Background: an optimization exercise with open tools, aiming at small area and a short achievable clock period. Do not read the settings as production practice. The RTL was checked by simulation tests, not by an equivalence proof against the original design. No activity file was given, so power comes from the tool's default toggle rates.

===== run.sh =====
#!/bin/bash
# synth_recipe.tcl (not shown) runs the flow's synth.tcl, then flattens the netlist and writes it again
# the make line also repeats each setting of config.mk as NAME=value (left out here)
make -C /OpenROAD-flow-scripts/flow DESIGN_CONFIG=/design/flow/config.mk WORK_HOME=/design/flow/orfs CLKGATE_MAP_FILE= SYNTH_SCRIPT=/design/flow/synth_recipe.tcl finish

===== config.mk =====
export PLATFORM = sky130hd
export DESIGN_NAME = nlb_lpbk
export DESIGN_NICKNAME = nlb_lpbk
export VERILOG_FILES = /design/flow/design.v
export SDC_FILE = /design/flow/constraint.sdc
export NUM_CORES = 4
export LEC_CHECK = 0
export CAP_MARGIN = 20
export CORE_MARGIN = 2
export CORE_UTILIZATION = 40
export SLEW_MARGIN = 20

===== constraint.sdc =====
create_clock -name core_clock -period 8.0 [get_ports {Clk_400}]
set_input_delay 1.6000 -clock core_clock [delete_from_list [all_inputs] [get_ports {Clk_400}]]
set_output_delay 1.6000 -clock core_clock [all_outputs]
set_load 0.01 [all_outputs]

===== design.v =====
package nlb_pkg;
  typedef logic [42-1:0] line_addr_t;
  typedef logic [512-1:0] line_data_t;
  typedef logic [16-1:0] tid_t;
  typedef logic [31:0] count_t;
  typedef logic [16-1:0] csr_addr_t;
  typedef logic [64-1:0] csr_data_t;
  typedef enum logic [2:0]
  {
    LPBK1 = 3'd0,
    READ = 3'd1,
    WRITE = 3'd2
  } test_mode_e;
  typedef enum logic [1:0]
  {
    IDLE,
    RUN,
    DONE
  } engine_state_e;
  typedef struct packed {
    line_addr_t src_addr;
    line_addr_t dst_addr;
    count_t num_lines;
    test_mode_e mode;
  } test_cfg_t;
  typedef struct packed {
    line_addr_t addr;
    tid_t tid;
  } mem_req_t;
  typedef struct packed {
    logic done;
    count_t num_reads;
    count_t num_writes;
  } test_status_t;
endpackage
module nlb_csr
(
  input  logic                  Clk_400,
  input  logic                  rst,
  input  logic                  mmio_wr,
  input  logic                  mmio_rd,
  input  nlb_pkg::csr_addr_t    mmio_addr,
  input  nlb_pkg::csr_data_t    mmio_wdata,
  input  nlb_pkg::test_status_t status,
  input  logic                  busy,
  output nlb_pkg::csr_data_t    mmio_rdata,
  output logic                  mmio_rvalid,
  output nlb_pkg::test_cfg_t    cfg,
  output logic                  go,
  output logic                  force_cmp,
  output logic                  test_rst
);
  nlb_pkg::csr_data_t scratch;
  logic [2:0] ctl;
  logic ctl_wr;
  logic cfg_wr;
  assign ctl_wr = mmio_wr && (mmio_addr == 16'h0138);
  assign cfg_wr = mmio_wr && !busy;
  assign test_rst = !ctl[0];
  always_ff @(posedge Clk_400)
  begin
    if (rst)
    begin
      scratch <= '0;
      ctl <= '0;
      cfg <= '0;
    end
    else
    begin
      if (mmio_wr && (mmio_addr == 16'h0100))
        scratch <= mmio_wdata;
      if (ctl_wr)
        ctl <= mmio_wdata[2:0];
      if (cfg_wr)
      begin
        case (mmio_addr)
          16'h0120:
            cfg.src_addr <= mmio_wdata[42-1:0];
          16'h0128:
            cfg.dst_addr <= mmio_wdata[42-1:0];
          16'h0130:
            cfg.num_lines <= mmio_wdata[31:0];
          16'h0140:
            cfg.mode <= nlb_pkg::test_mode_e'(mmio_wdata[4:2]);
          default:
            ;
        endcase
      end
    end
  end
  always_ff @(posedge Clk_400)
  begin
    if (rst)
    begin
      go <= 1'b0;
      force_cmp <= 1'b0;
      mmio_rvalid <= 1'b0;
    end
    else
    begin
      go <= ctl_wr && mmio_wdata[1] && !busy;
      force_cmp <= ctl_wr && mmio_wdata[2];
      mmio_rvalid <= mmio_rd;
    end
  end
  always_ff @(posedge Clk_400)
  begin
    if (mmio_rd)
    begin
      case (mmio_addr)
        16'h0100:
          mmio_rdata <= scratch;
        16'h0120:
          mmio_rdata <= nlb_pkg::csr_data_t'(cfg.src_addr);
        16'h0128:
          mmio_rdata <= nlb_pkg::csr_data_t'(cfg.dst_addr);
        16'h0130:
          mmio_rdata <= nlb_pkg::csr_data_t'(cfg.num_lines);
        16'h0138:
          mmio_rdata <= nlb_pkg::csr_data_t'(ctl);
        16'h0140:
          mmio_rdata <= nlb_pkg::csr_data_t'({cfg.mode, 2'b00});
        16'h0160:
          mmio_rdata <= nlb_pkg::csr_data_t'(status.done);
        16'h0168:
          mmio_rdata <= nlb_pkg::csr_data_t'(status.num_reads);
        16'h0170:
          mmio_rdata <= nlb_pkg::csr_data_t'(status.num_writes);
        default:
          mmio_rdata <= '0;
      endcase
    end
  end
endmodule
module nlb_test_engine
(
  input  logic                              Clk_400,
  input  logic                              rst,
  input  logic                              test_rst,
  input  nlb_pkg::test_cfg_t                cfg,
  input  logic                              go,
  input  logic                              force_cmp,
  input  logic                              rd_almfull,
  input  logic                              rd_rsp_valid,
  input  nlb_pkg::tid_t                     rd_rsp_tid,
  input  logic [$clog2(8):0]  fifo_count,
  input  nlb_pkg::count_t                   wr_count,
  input  nlb_pkg::count_t                   wr_rsp_count,
  output nlb_pkg::mem_req_t                 rd_req,
  output logic                              rd_req_valid,
  output logic                              fifo_push,
  output logic                              write_go,
  output logic                              busy,
  output nlb_pkg::test_status_t             status
);
  nlb_pkg::engine_state_e state;
  nlb_pkg::engine_state_e state_nxt;
  nlb_pkg::count_t rd_idx;
  nlb_pkg::count_t rd_rsp_cnt;
  nlb_pkg::count_t in_flight;
  logic reads_on;
  logic buf_room;
  logic rsp_take;
  logic all_done;
  assign reads_on = (cfg.mode == nlb_pkg::READ) || (cfg.mode == nlb_pkg::LPBK1);
  assign in_flight = (rd_idx - rd_rsp_cnt) + nlb_pkg::count_t'(fifo_count);
  assign buf_room = (cfg.mode != nlb_pkg::LPBK1) || (in_flight < 8);
  assign rd_req_valid = (state == nlb_pkg::RUN) && reads_on && buf_room
                      && (rd_idx < cfg.num_lines) && !rd_almfull;
  assign rd_req.addr = cfg.src_addr + nlb_pkg::line_addr_t'(rd_idx);
  assign rd_req.tid = nlb_pkg::tid_t'(rd_idx);
  assign rsp_take = rd_rsp_valid && (state == nlb_pkg::RUN)
                  && (nlb_pkg::count_t'(rd_rsp_tid) < cfg.num_lines);
  assign fifo_push = rsp_take && (cfg.mode == nlb_pkg::LPBK1);
  assign all_done = (cfg.mode == nlb_pkg::READ) ? (rd_rsp_cnt == cfg.num_lines)
                                                : (wr_rsp_count == cfg.num_lines);
  always_comb
  begin
    state_nxt = state;
    case (state)
      nlb_pkg::IDLE:
        if (go)
          state_nxt = nlb_pkg::RUN;
      nlb_pkg::RUN:
        if (all_done || force_cmp)
          state_nxt = nlb_pkg::DONE;
      default:
        state_nxt = nlb_pkg::DONE;
    endcase
  end
  always_ff @(posedge Clk_400)
  begin
    if (rst || test_rst)
    begin
      state <= nlb_pkg::IDLE;
      rd_idx <= '0;
      rd_rsp_cnt <= '0;
    end
    else
    begin
      state <= state_nxt;
      if (rd_req_valid)
        rd_idx <= rd_idx + 1'b1;
      if (rsp_take)
        rd_rsp_cnt <= rd_rsp_cnt + 1'b1;
    end
  end
  assign write_go = (state == nlb_pkg::RUN) && (cfg.mode != nlb_pkg::READ);
  assign busy = (state != nlb_pkg::IDLE);
  assign status.done = (state == nlb_pkg::DONE);
  assign status.num_reads = rd_rsp_cnt;
  assign status.num_writes = wr_count;
endmodule
module nlb_line_fifo
(
  input  logic                              Clk_400,
  input  logic                              rst,
  input  logic                              test_rst,
  input  logic                              push,
  input  nlb_pkg::tid_t                     push_tid,
  input  nlb_pkg::line_data_t               push_data,
  input  logic                              pop,
  output logic                              not_empty,
  output nlb_pkg::tid_t                     head_tid,
  output nlb_pkg::line_data_t               head_data,
  output logic [$clog2(8):0]  count
);
  localparam int PTR_W = $clog2(8);
  nlb_pkg::line_data_t data_mem [8];
  nlb_pkg::tid_t tid_mem [8];
  logic [PTR_W-1:0] wr_ptr;
  logic [PTR_W-1:0] rd_ptr;
  always_ff @(posedge Clk_400)
  begin
    if (push)
    begin
      data_mem[wr_ptr] <= push_data;
      tid_mem[wr_ptr] <= push_tid;
    end
  end
  always_ff @(posedge Clk_400)
  begin
    if (rst || test_rst)
    begin
      wr_ptr <= '0;
      rd_ptr <= '0;
      count <= '0;
    end
    else
    begin
      if (push)
        wr_ptr <= wr_ptr + 1'b1;
      if (pop)
        rd_ptr <= rd_ptr + 1'b1;
      case ({push, pop})
        2'b10:
          count <= count + 1'b1;
        2'b01:
          count <= count - 1'b1;
        default:
          ;
      endcase
    end
  end
  assign not_empty = (count != '0);
  assign head_tid = tid_mem[rd_ptr];
  assign head_data = data_mem[rd_ptr];
endmodule
module nlb_requestor
(
  input  logic                Clk_400,
  input  logic                rst,
  input  logic                test_rst,
  input  nlb_pkg::test_cfg_t  cfg,
  input  logic                write_go,
  input  logic                wr_almfull,
  input  logic                wr_rsp_valid,
  input  logic                fifo_not_empty,
  input  nlb_pkg::tid_t       fifo_tid,
  input  nlb_pkg::line_data_t fifo_data,
  output logic                fifo_pop,
  output nlb_pkg::mem_req_t   wr_req,
  output logic                wr_req_valid,
  output nlb_pkg::line_data_t wr_data,
  output nlb_pkg::count_t     wr_count,
  output nlb_pkg::count_t     wr_rsp_count
);
  localparam int WORDS = 512 / 32;
  logic gen_mode;
  logic copy_mode;
  nlb_pkg::count_t line_idx;
  assign gen_mode = write_go && (cfg.mode == nlb_pkg::WRITE);
  assign copy_mode = write_go && (cfg.mode == nlb_pkg::LPBK1);
  assign line_idx = copy_mode ? nlb_pkg::count_t'(fifo_tid) : wr_count;
  assign fifo_pop = copy_mode && fifo_not_empty && !wr_almfull;
  assign wr_req_valid = fifo_pop
                      || (gen_mode && (wr_count < cfg.num_lines) && !wr_almfull);
  assign wr_req.addr = cfg.dst_addr + nlb_pkg::line_addr_t'(line_idx);
  assign wr_req.tid = nlb_pkg::tid_t'(line_idx);
  assign wr_data = copy_mode ? fifo_data : {WORDS{wr_count}};
  always_ff @(posedge Clk_400)
  begin
    if (rst || test_rst)
    begin
      wr_count <= '0;
      wr_rsp_count <= '0;
    end
    else
    begin
      if (wr_req_valid)
        wr_count <= wr_count + 1'b1;
      if (wr_rsp_valid)
        wr_rsp_count <= wr_rsp_count + 1'b1;
    end
  end
endmodule
module nlb_lpbk
(
  input  logic                Clk_400,
  input  logic                rst,
  input  logic                mmio_wr,
  input  logic                mmio_rd,
  input  nlb_pkg::csr_addr_t  mmio_addr,
  input  nlb_pkg::csr_data_t  mmio_wdata,
  output nlb_pkg::csr_data_t  mmio_rdata,
  output logic                mmio_rvalid,
  output logic                rd_req_valid,
  output nlb_pkg::mem_req_t   rd_req,
  input  logic                rd_almfull,
  input  logic                rd_rsp_valid,
  input  nlb_pkg::tid_t       rd_rsp_tid,
  input  nlb_pkg::line_data_t rd_rsp_data,
  output logic                wr_req_valid,
  output nlb_pkg::mem_req_t   wr_req,
  output nlb_pkg::line_data_t wr_data,
  input  logic                wr_almfull,
  input  logic                wr_rsp_valid
);
  nlb_pkg::test_cfg_t cfg;
  nlb_pkg::test_status_t status;
  logic go;
  logic force_cmp;
  logic test_rst;
  logic busy;
  logic fifo_push;
  logic fifo_pop;
  logic fifo_not_empty;
  nlb_pkg::tid_t fifo_tid;
  nlb_pkg::line_data_t fifo_data;
  logic [$clog2(8):0] fifo_count;
  logic write_go;
  nlb_pkg::count_t wr_count;
  nlb_pkg::count_t wr_rsp_count;
  nlb_csr nlb_csr_inst
  (
    .Clk_400(Clk_400),
    .rst(rst),
    .mmio_wr(mmio_wr),
    .mmio_rd(mmio_rd),
    .mmio_addr(mmio_addr),
    .mmio_wdata(mmio_wdata),
    .status(status),
    .busy(busy),
    .mmio_rdata(mmio_rdata),
    .mmio_rvalid(mmio_rvalid),
    .cfg(cfg),
    .go(go),
    .force_cmp(force_cmp),
    .test_rst(test_rst)
  );
  nlb_test_engine nlb_test_engine_inst
  (
    .Clk_400(Clk_400),
    .rst(rst),
    .test_rst(test_rst),
    .cfg(cfg),
    .go(go),
    .force_cmp(force_cmp),
    .rd_almfull(rd_almfull),
    .rd_rsp_valid(rd_rsp_valid),
    .rd_rsp_tid(rd_rsp_tid),
    .fifo_count(fifo_count),
    .wr_count(wr_count),
    .wr_rsp_count(wr_rsp_count),
    .rd_req(rd_req),
    .rd_req_valid(rd_req_valid),
    .fifo_push(fifo_push),
    .write_go(write_go),
    .busy(busy),
    .status(status)
  );
  nlb_line_fifo nlb_line_fifo_inst
  (
    .Clk_400(Clk_400),
    .rst(rst),
    .test_rst(test_rst),
    .push(fifo_push),
    .push_tid(rd_rsp_tid),
    .push_data(rd_rsp_data),
    .pop(fifo_pop),
    .not_empty(fifo_not_empty),
    .head_tid(fifo_tid),
    .head_data(fifo_data),
    .count(fifo_count)
  );
  nlb_requestor nlb_requestor_inst
  (
    .Clk_400(Clk_400),
    .rst(rst),
    .test_rst(test_rst),
    .cfg(cfg),
    .write_go(write_go),
    .wr_almfull(wr_almfull),
    .wr_rsp_valid(wr_rsp_valid),
    .fifo_not_empty(fifo_not_empty),
    .fifo_tid(fifo_tid),
    .fifo_data(fifo_data),
    .fifo_pop(fifo_pop),
    .wr_req(wr_req),
    .wr_req_valid(wr_req_valid),
    .wr_data(wr_data),
    .wr_count(wr_count),
    .wr_rsp_count(wr_rsp_count)
  );
endmodule

==> results_dict.tcl <==
set metrics [dict create \
    final_cells 18156 \
    ys_seq_area_share_pct 72.8 \
    avgSynthCellArea_um2 18.7 \
    synth_area_leaders "edfxtp_1 (69%), mux4_2 (13%), dfxtp_1 (3.6%)" \
    rsz0062_at_grt "no" \
    maxSlewViolCount 0 \
    grt_usage_pct 25.7 \
    dr.pass1.iters 8 \
    synth_area_leader_cell "edfxtp_1" \
    dieArea_um2 471000 \
    clockRootBuffer "clkbuf_16" \
    first_iter_violations 12226 \
    critPathBufInv 4 \
    final_core_utilization_pct 48.5 \
    min_period_ps 7730 \
    required_ps 6400 \
    layout-area-overhead-vs-synth_pct 20.7 \
    fin_area_um2 225000 \
    fin_tns_setup_ps 0 \
    cts.sinks 4620 \
    fp.dieH_um 686 \
    p_per_area_nw_per_um2 219 \
    final_antenna_net_count 0 \
    grt_max_degree 119 \
    numCtsBuffers 471 \
    synthFlopType "edfxtp_1" \
    start_util_pct 40.1 \
    nNetsFinal 12295 \
    drc 0 \
    yosysUniqueCellTypes 83 \
    routed_via_density 5.82 \
    antenna_found_initial 221 \
    cts_tree "built" \
    postSynthCellCount 9952 \
    cts_max_level 5 \
    dp_cells 17153 \
    worstPathCellList "nor3b_2 -> nor3b_4 -> buf_12 -> buf_6 -> nor2_1 -> ha_1 -> a2111o_1 -> a221oi_1 -> o21ai_2 -> a221oi_1 -> buf_4 -> o21a_1 -> a31oi_1 -> o21ai_2 -> a211oi_1 -> xor2_1 -> clkdlybuf4s50_1" \
    vias 105753 \
    gp_congestion 0.945 \
    grt_pass1_vias 103796 \
    leakage_nw 69.3 \
    fin_ws_ps 267 \
    cp-end-kind "output pin" \
    synth_warnings 4 \
    wl_per_cell_um 34.3 \
    synth_edf_count 4288 \
    tightest_slew_ps 1170 \
    die_w_um 686 \
    synth-simple-area-share_pct 3.20 \
    path_clk_slew_ps 60 \
    cp_slowest_cell "clkdlybuf4s50_1" \
    clk_path_buf_depth 4 \
    hold_violations 0 \
    cp_max_fo 61 \
    portBuffers 1310 \
    maxSlewHeadroom_pct 21.9 \
    ctsHoldBuffers 0 \
    start_kind "flop" \
    syn-cell-area_um2 186000 \
    synth-xor-area-share_pct 0.725 \
    crit_family "compound AO/OA/AOI/OAI gates" \
    clock.fmax_mhz 129 \
    arrival_ps 6130 \
    final_cell_mix "edfxtp_1 (4288), clkdlybuf4s50_1 (1308), mux4_2 (1056)" \
    muxShareOfSynthArea_pct 16.1 \
    post-dp-hpwl_um 407000 \
    grt_overflow 0 \
    synth_fa_ha_area_share_pct 1.46 \
    num_rows 250 \
    path_class "flop to output pin" \
    final_common_cell "edfxtp_1" \
    clkLatencyLatePin_ps 1050 \
    drive_gt1_share_pct 18.2 \
    grt_pass1_wl_um 847000 \
    skew_ps 124 \
    cap_violations 0 \
    async_flop_share_pct 0 \
    placed_cell_area_um2 209000 \
    synth_compound_area_share_pct 4.28 \
    syn_nets 10782 \
    wirelength_um 623000 \
    ys_seq_elements 4620 \
    critPathMaxStageDelay_ps 570 \
    synth_top_area_share_pct 69.2 \
    place_ws_ps 220 \
    status "complete, no violations" \
    hp-class "flop to flop" \
    setup_violations 0 \
    core_area_um2 464000 \
    vdd_drop_max_v 0.000235 \
    ioPinCount 1311 \
    synth_top_family_by_area "multiplexers" \
    post-route-period-util_pct 96.7 \
]
-- path summary, 6_finish.rpt --
path | from | cells after the start | slack [ps] | to
worst max-delay path | nlb_test_engine_inst.state[0] | 17 | 270 | wr_req[57]
worst min-delay path | nlb_csr_inst.scratch[43] | 2 | 450 | nlb_csr_inst.scratch[43]
worst max register to register | nlb_test_engine_inst.rd_idx[21] | 13 | 2670 | nlb_test_engine_inst.rd_idx[31]
worst min register to register | nlb_csr_inst.scratch[43] | 2 | 450 | nlb_csr_inst.scratch[43]
-- kinds of logic after synthesis --
logic type | Yosys count
mux | 1673
fa+ha+maj | 214
buf+inv | 702
compound gates | 1337
flops | 4620
xor+xnor | 154
simple gates | 1252
-- synth_stat cells (all sizes together) (23+ instances only) --
| cell | count |
|---|---|
| a2111oi | 29 |
| a211oi | 26 |
| a21o | 55 |
| a21oi | 874 |
| a22oi | 94 |
| and2 | 34 |
| and3 | 36 |
| buf | 211 |
| clkbuf | 360 |
| dfxtp | 332 |
| edfxtp | 4288 |
| ha | 208 |
| inv | 131 |
| mux2i | 617 |
| mux4 | 1056 |
| nand2 | 552 |
| nand2b | 53 |
| nand3 | 127 |
| nand4 | 47 |
| nor2 | 187 |
| nor2b | 28 |
| nor3 | 36 |
| nor4 | 28 |
| o211ai | 23 |
| o21a | 23 |
| o21ai | 97 |
| or3 | 38 |
| xnor2 | 105 |
| xor2 | 49 |
-- worst reg2reg max path: cells and delay by family (launching register included) --
kind | cells | cell delay [ps]
buf+inv | 1 | 320
mux | 1 | 260
fa+ha+maj | 2 | 910
simple gates | 3 | 690
flops | 1 | 670
compound gates | 6 | 2450
-- per-stage QoR --
stage / power [mW] / hold WS [ps]
after CTS: 49.6 / 453
after detailed placement: 27.5 / 443
after global routing: 50.5 / 468
after floorplan: 26.9 / 422
after global placement: 27.5 / 438
final: 49.2 / 452
-- layer usage --
| metal | share of wire [%] | routed length (um) | vias up | GRT usage (%) |
|---|---|---|---|---|
| li1 | - | - | 43614 | - |
| met1 | 38 | 238000 | 55801 | 33.1 |
| met2 | 48 | 299000 | 5007 | 41.7 |
| met3 | 8.0 | 49700 | 1231 | 5.05 |
| met4 | 5.7 | 35600 | 100 | 12.8 |
| met5 | 0.11 | 663 | - | 0 |
-- state kept, by name, indices dropped and copies added (netlist names), 3 cells and up, named ones only --
name	count
nlb_test_engine_inst.rd_idx	32
nlb_csr_inst.scratch	64
nlb_requestor_inst.wr_count	32
nlb_line_fifo_inst.tid_mem	128
nlb_line_fifo_inst.rd_ptr	3
nlb_test_engine_inst.rd_rsp_cnt	32
nlb_line_fifo_inst.data_mem	4096
nlb_csr_inst.cfg	119
nlb_line_fifo_inst.wr_ptr	3
nlb_requestor_inst.wr_rsp_count	32
nlb_csr_inst.ctl	3
nlb_line_fifo_inst.count	4
nlb_csr_inst.mmio_rdata	64
-- cell type report --
class	instances	area, um^2
fill	38111	239000
sequential	4620	135000
multi-input combinational	4630	48400
timing repair buffer	1611	16700
clock buffer	561	12300
tap	6174	7720
clock inverter	318	3380
inverter	131	492
antenna	111	278
-- report_power, final --
group          switching [mW]  internal [mW]
clock                    9.56           12.7
combinational           0.356          0.294
sequential            0.00544           26.4
total                    9.92           39.3
-- timing repair --
action,CTS,global route
gates resized for setup,9,9
pin swaps,4,1
setup buffers,6,6
cloned,0,0
setup endpoints to repair,25,15

==> what the ideal ports hide <==
Ports are ideal in the flow. The routed layout listed here was re-timed in OpenROAD. Step 1, drivers: a clkbuf_16 drives Clk_400 and a buf_2 each remaining input, both assumed. Step 2, shift: input delay + t, output delay - t, t = (earliest + latest rising clock arrival at the registers) / 2. This alone moves slack from input paths to output paths. a / b / c = ideal ports / drivers / drivers and shift; a / b = the first two.
t (ns): 1.097
slack for setup (ns): 0.267 / 0.152 / 1.016
worst setup path after step 2: input to register
clock arrival spread, ns: 0.136 / 0.136
worst slew at a driven data input, ns: 0.36
After both steps this run still meets setup and hold. For this run, drivers alone change the setup slack by -0.115 ns; drivers and shift together by +0.749 ns.
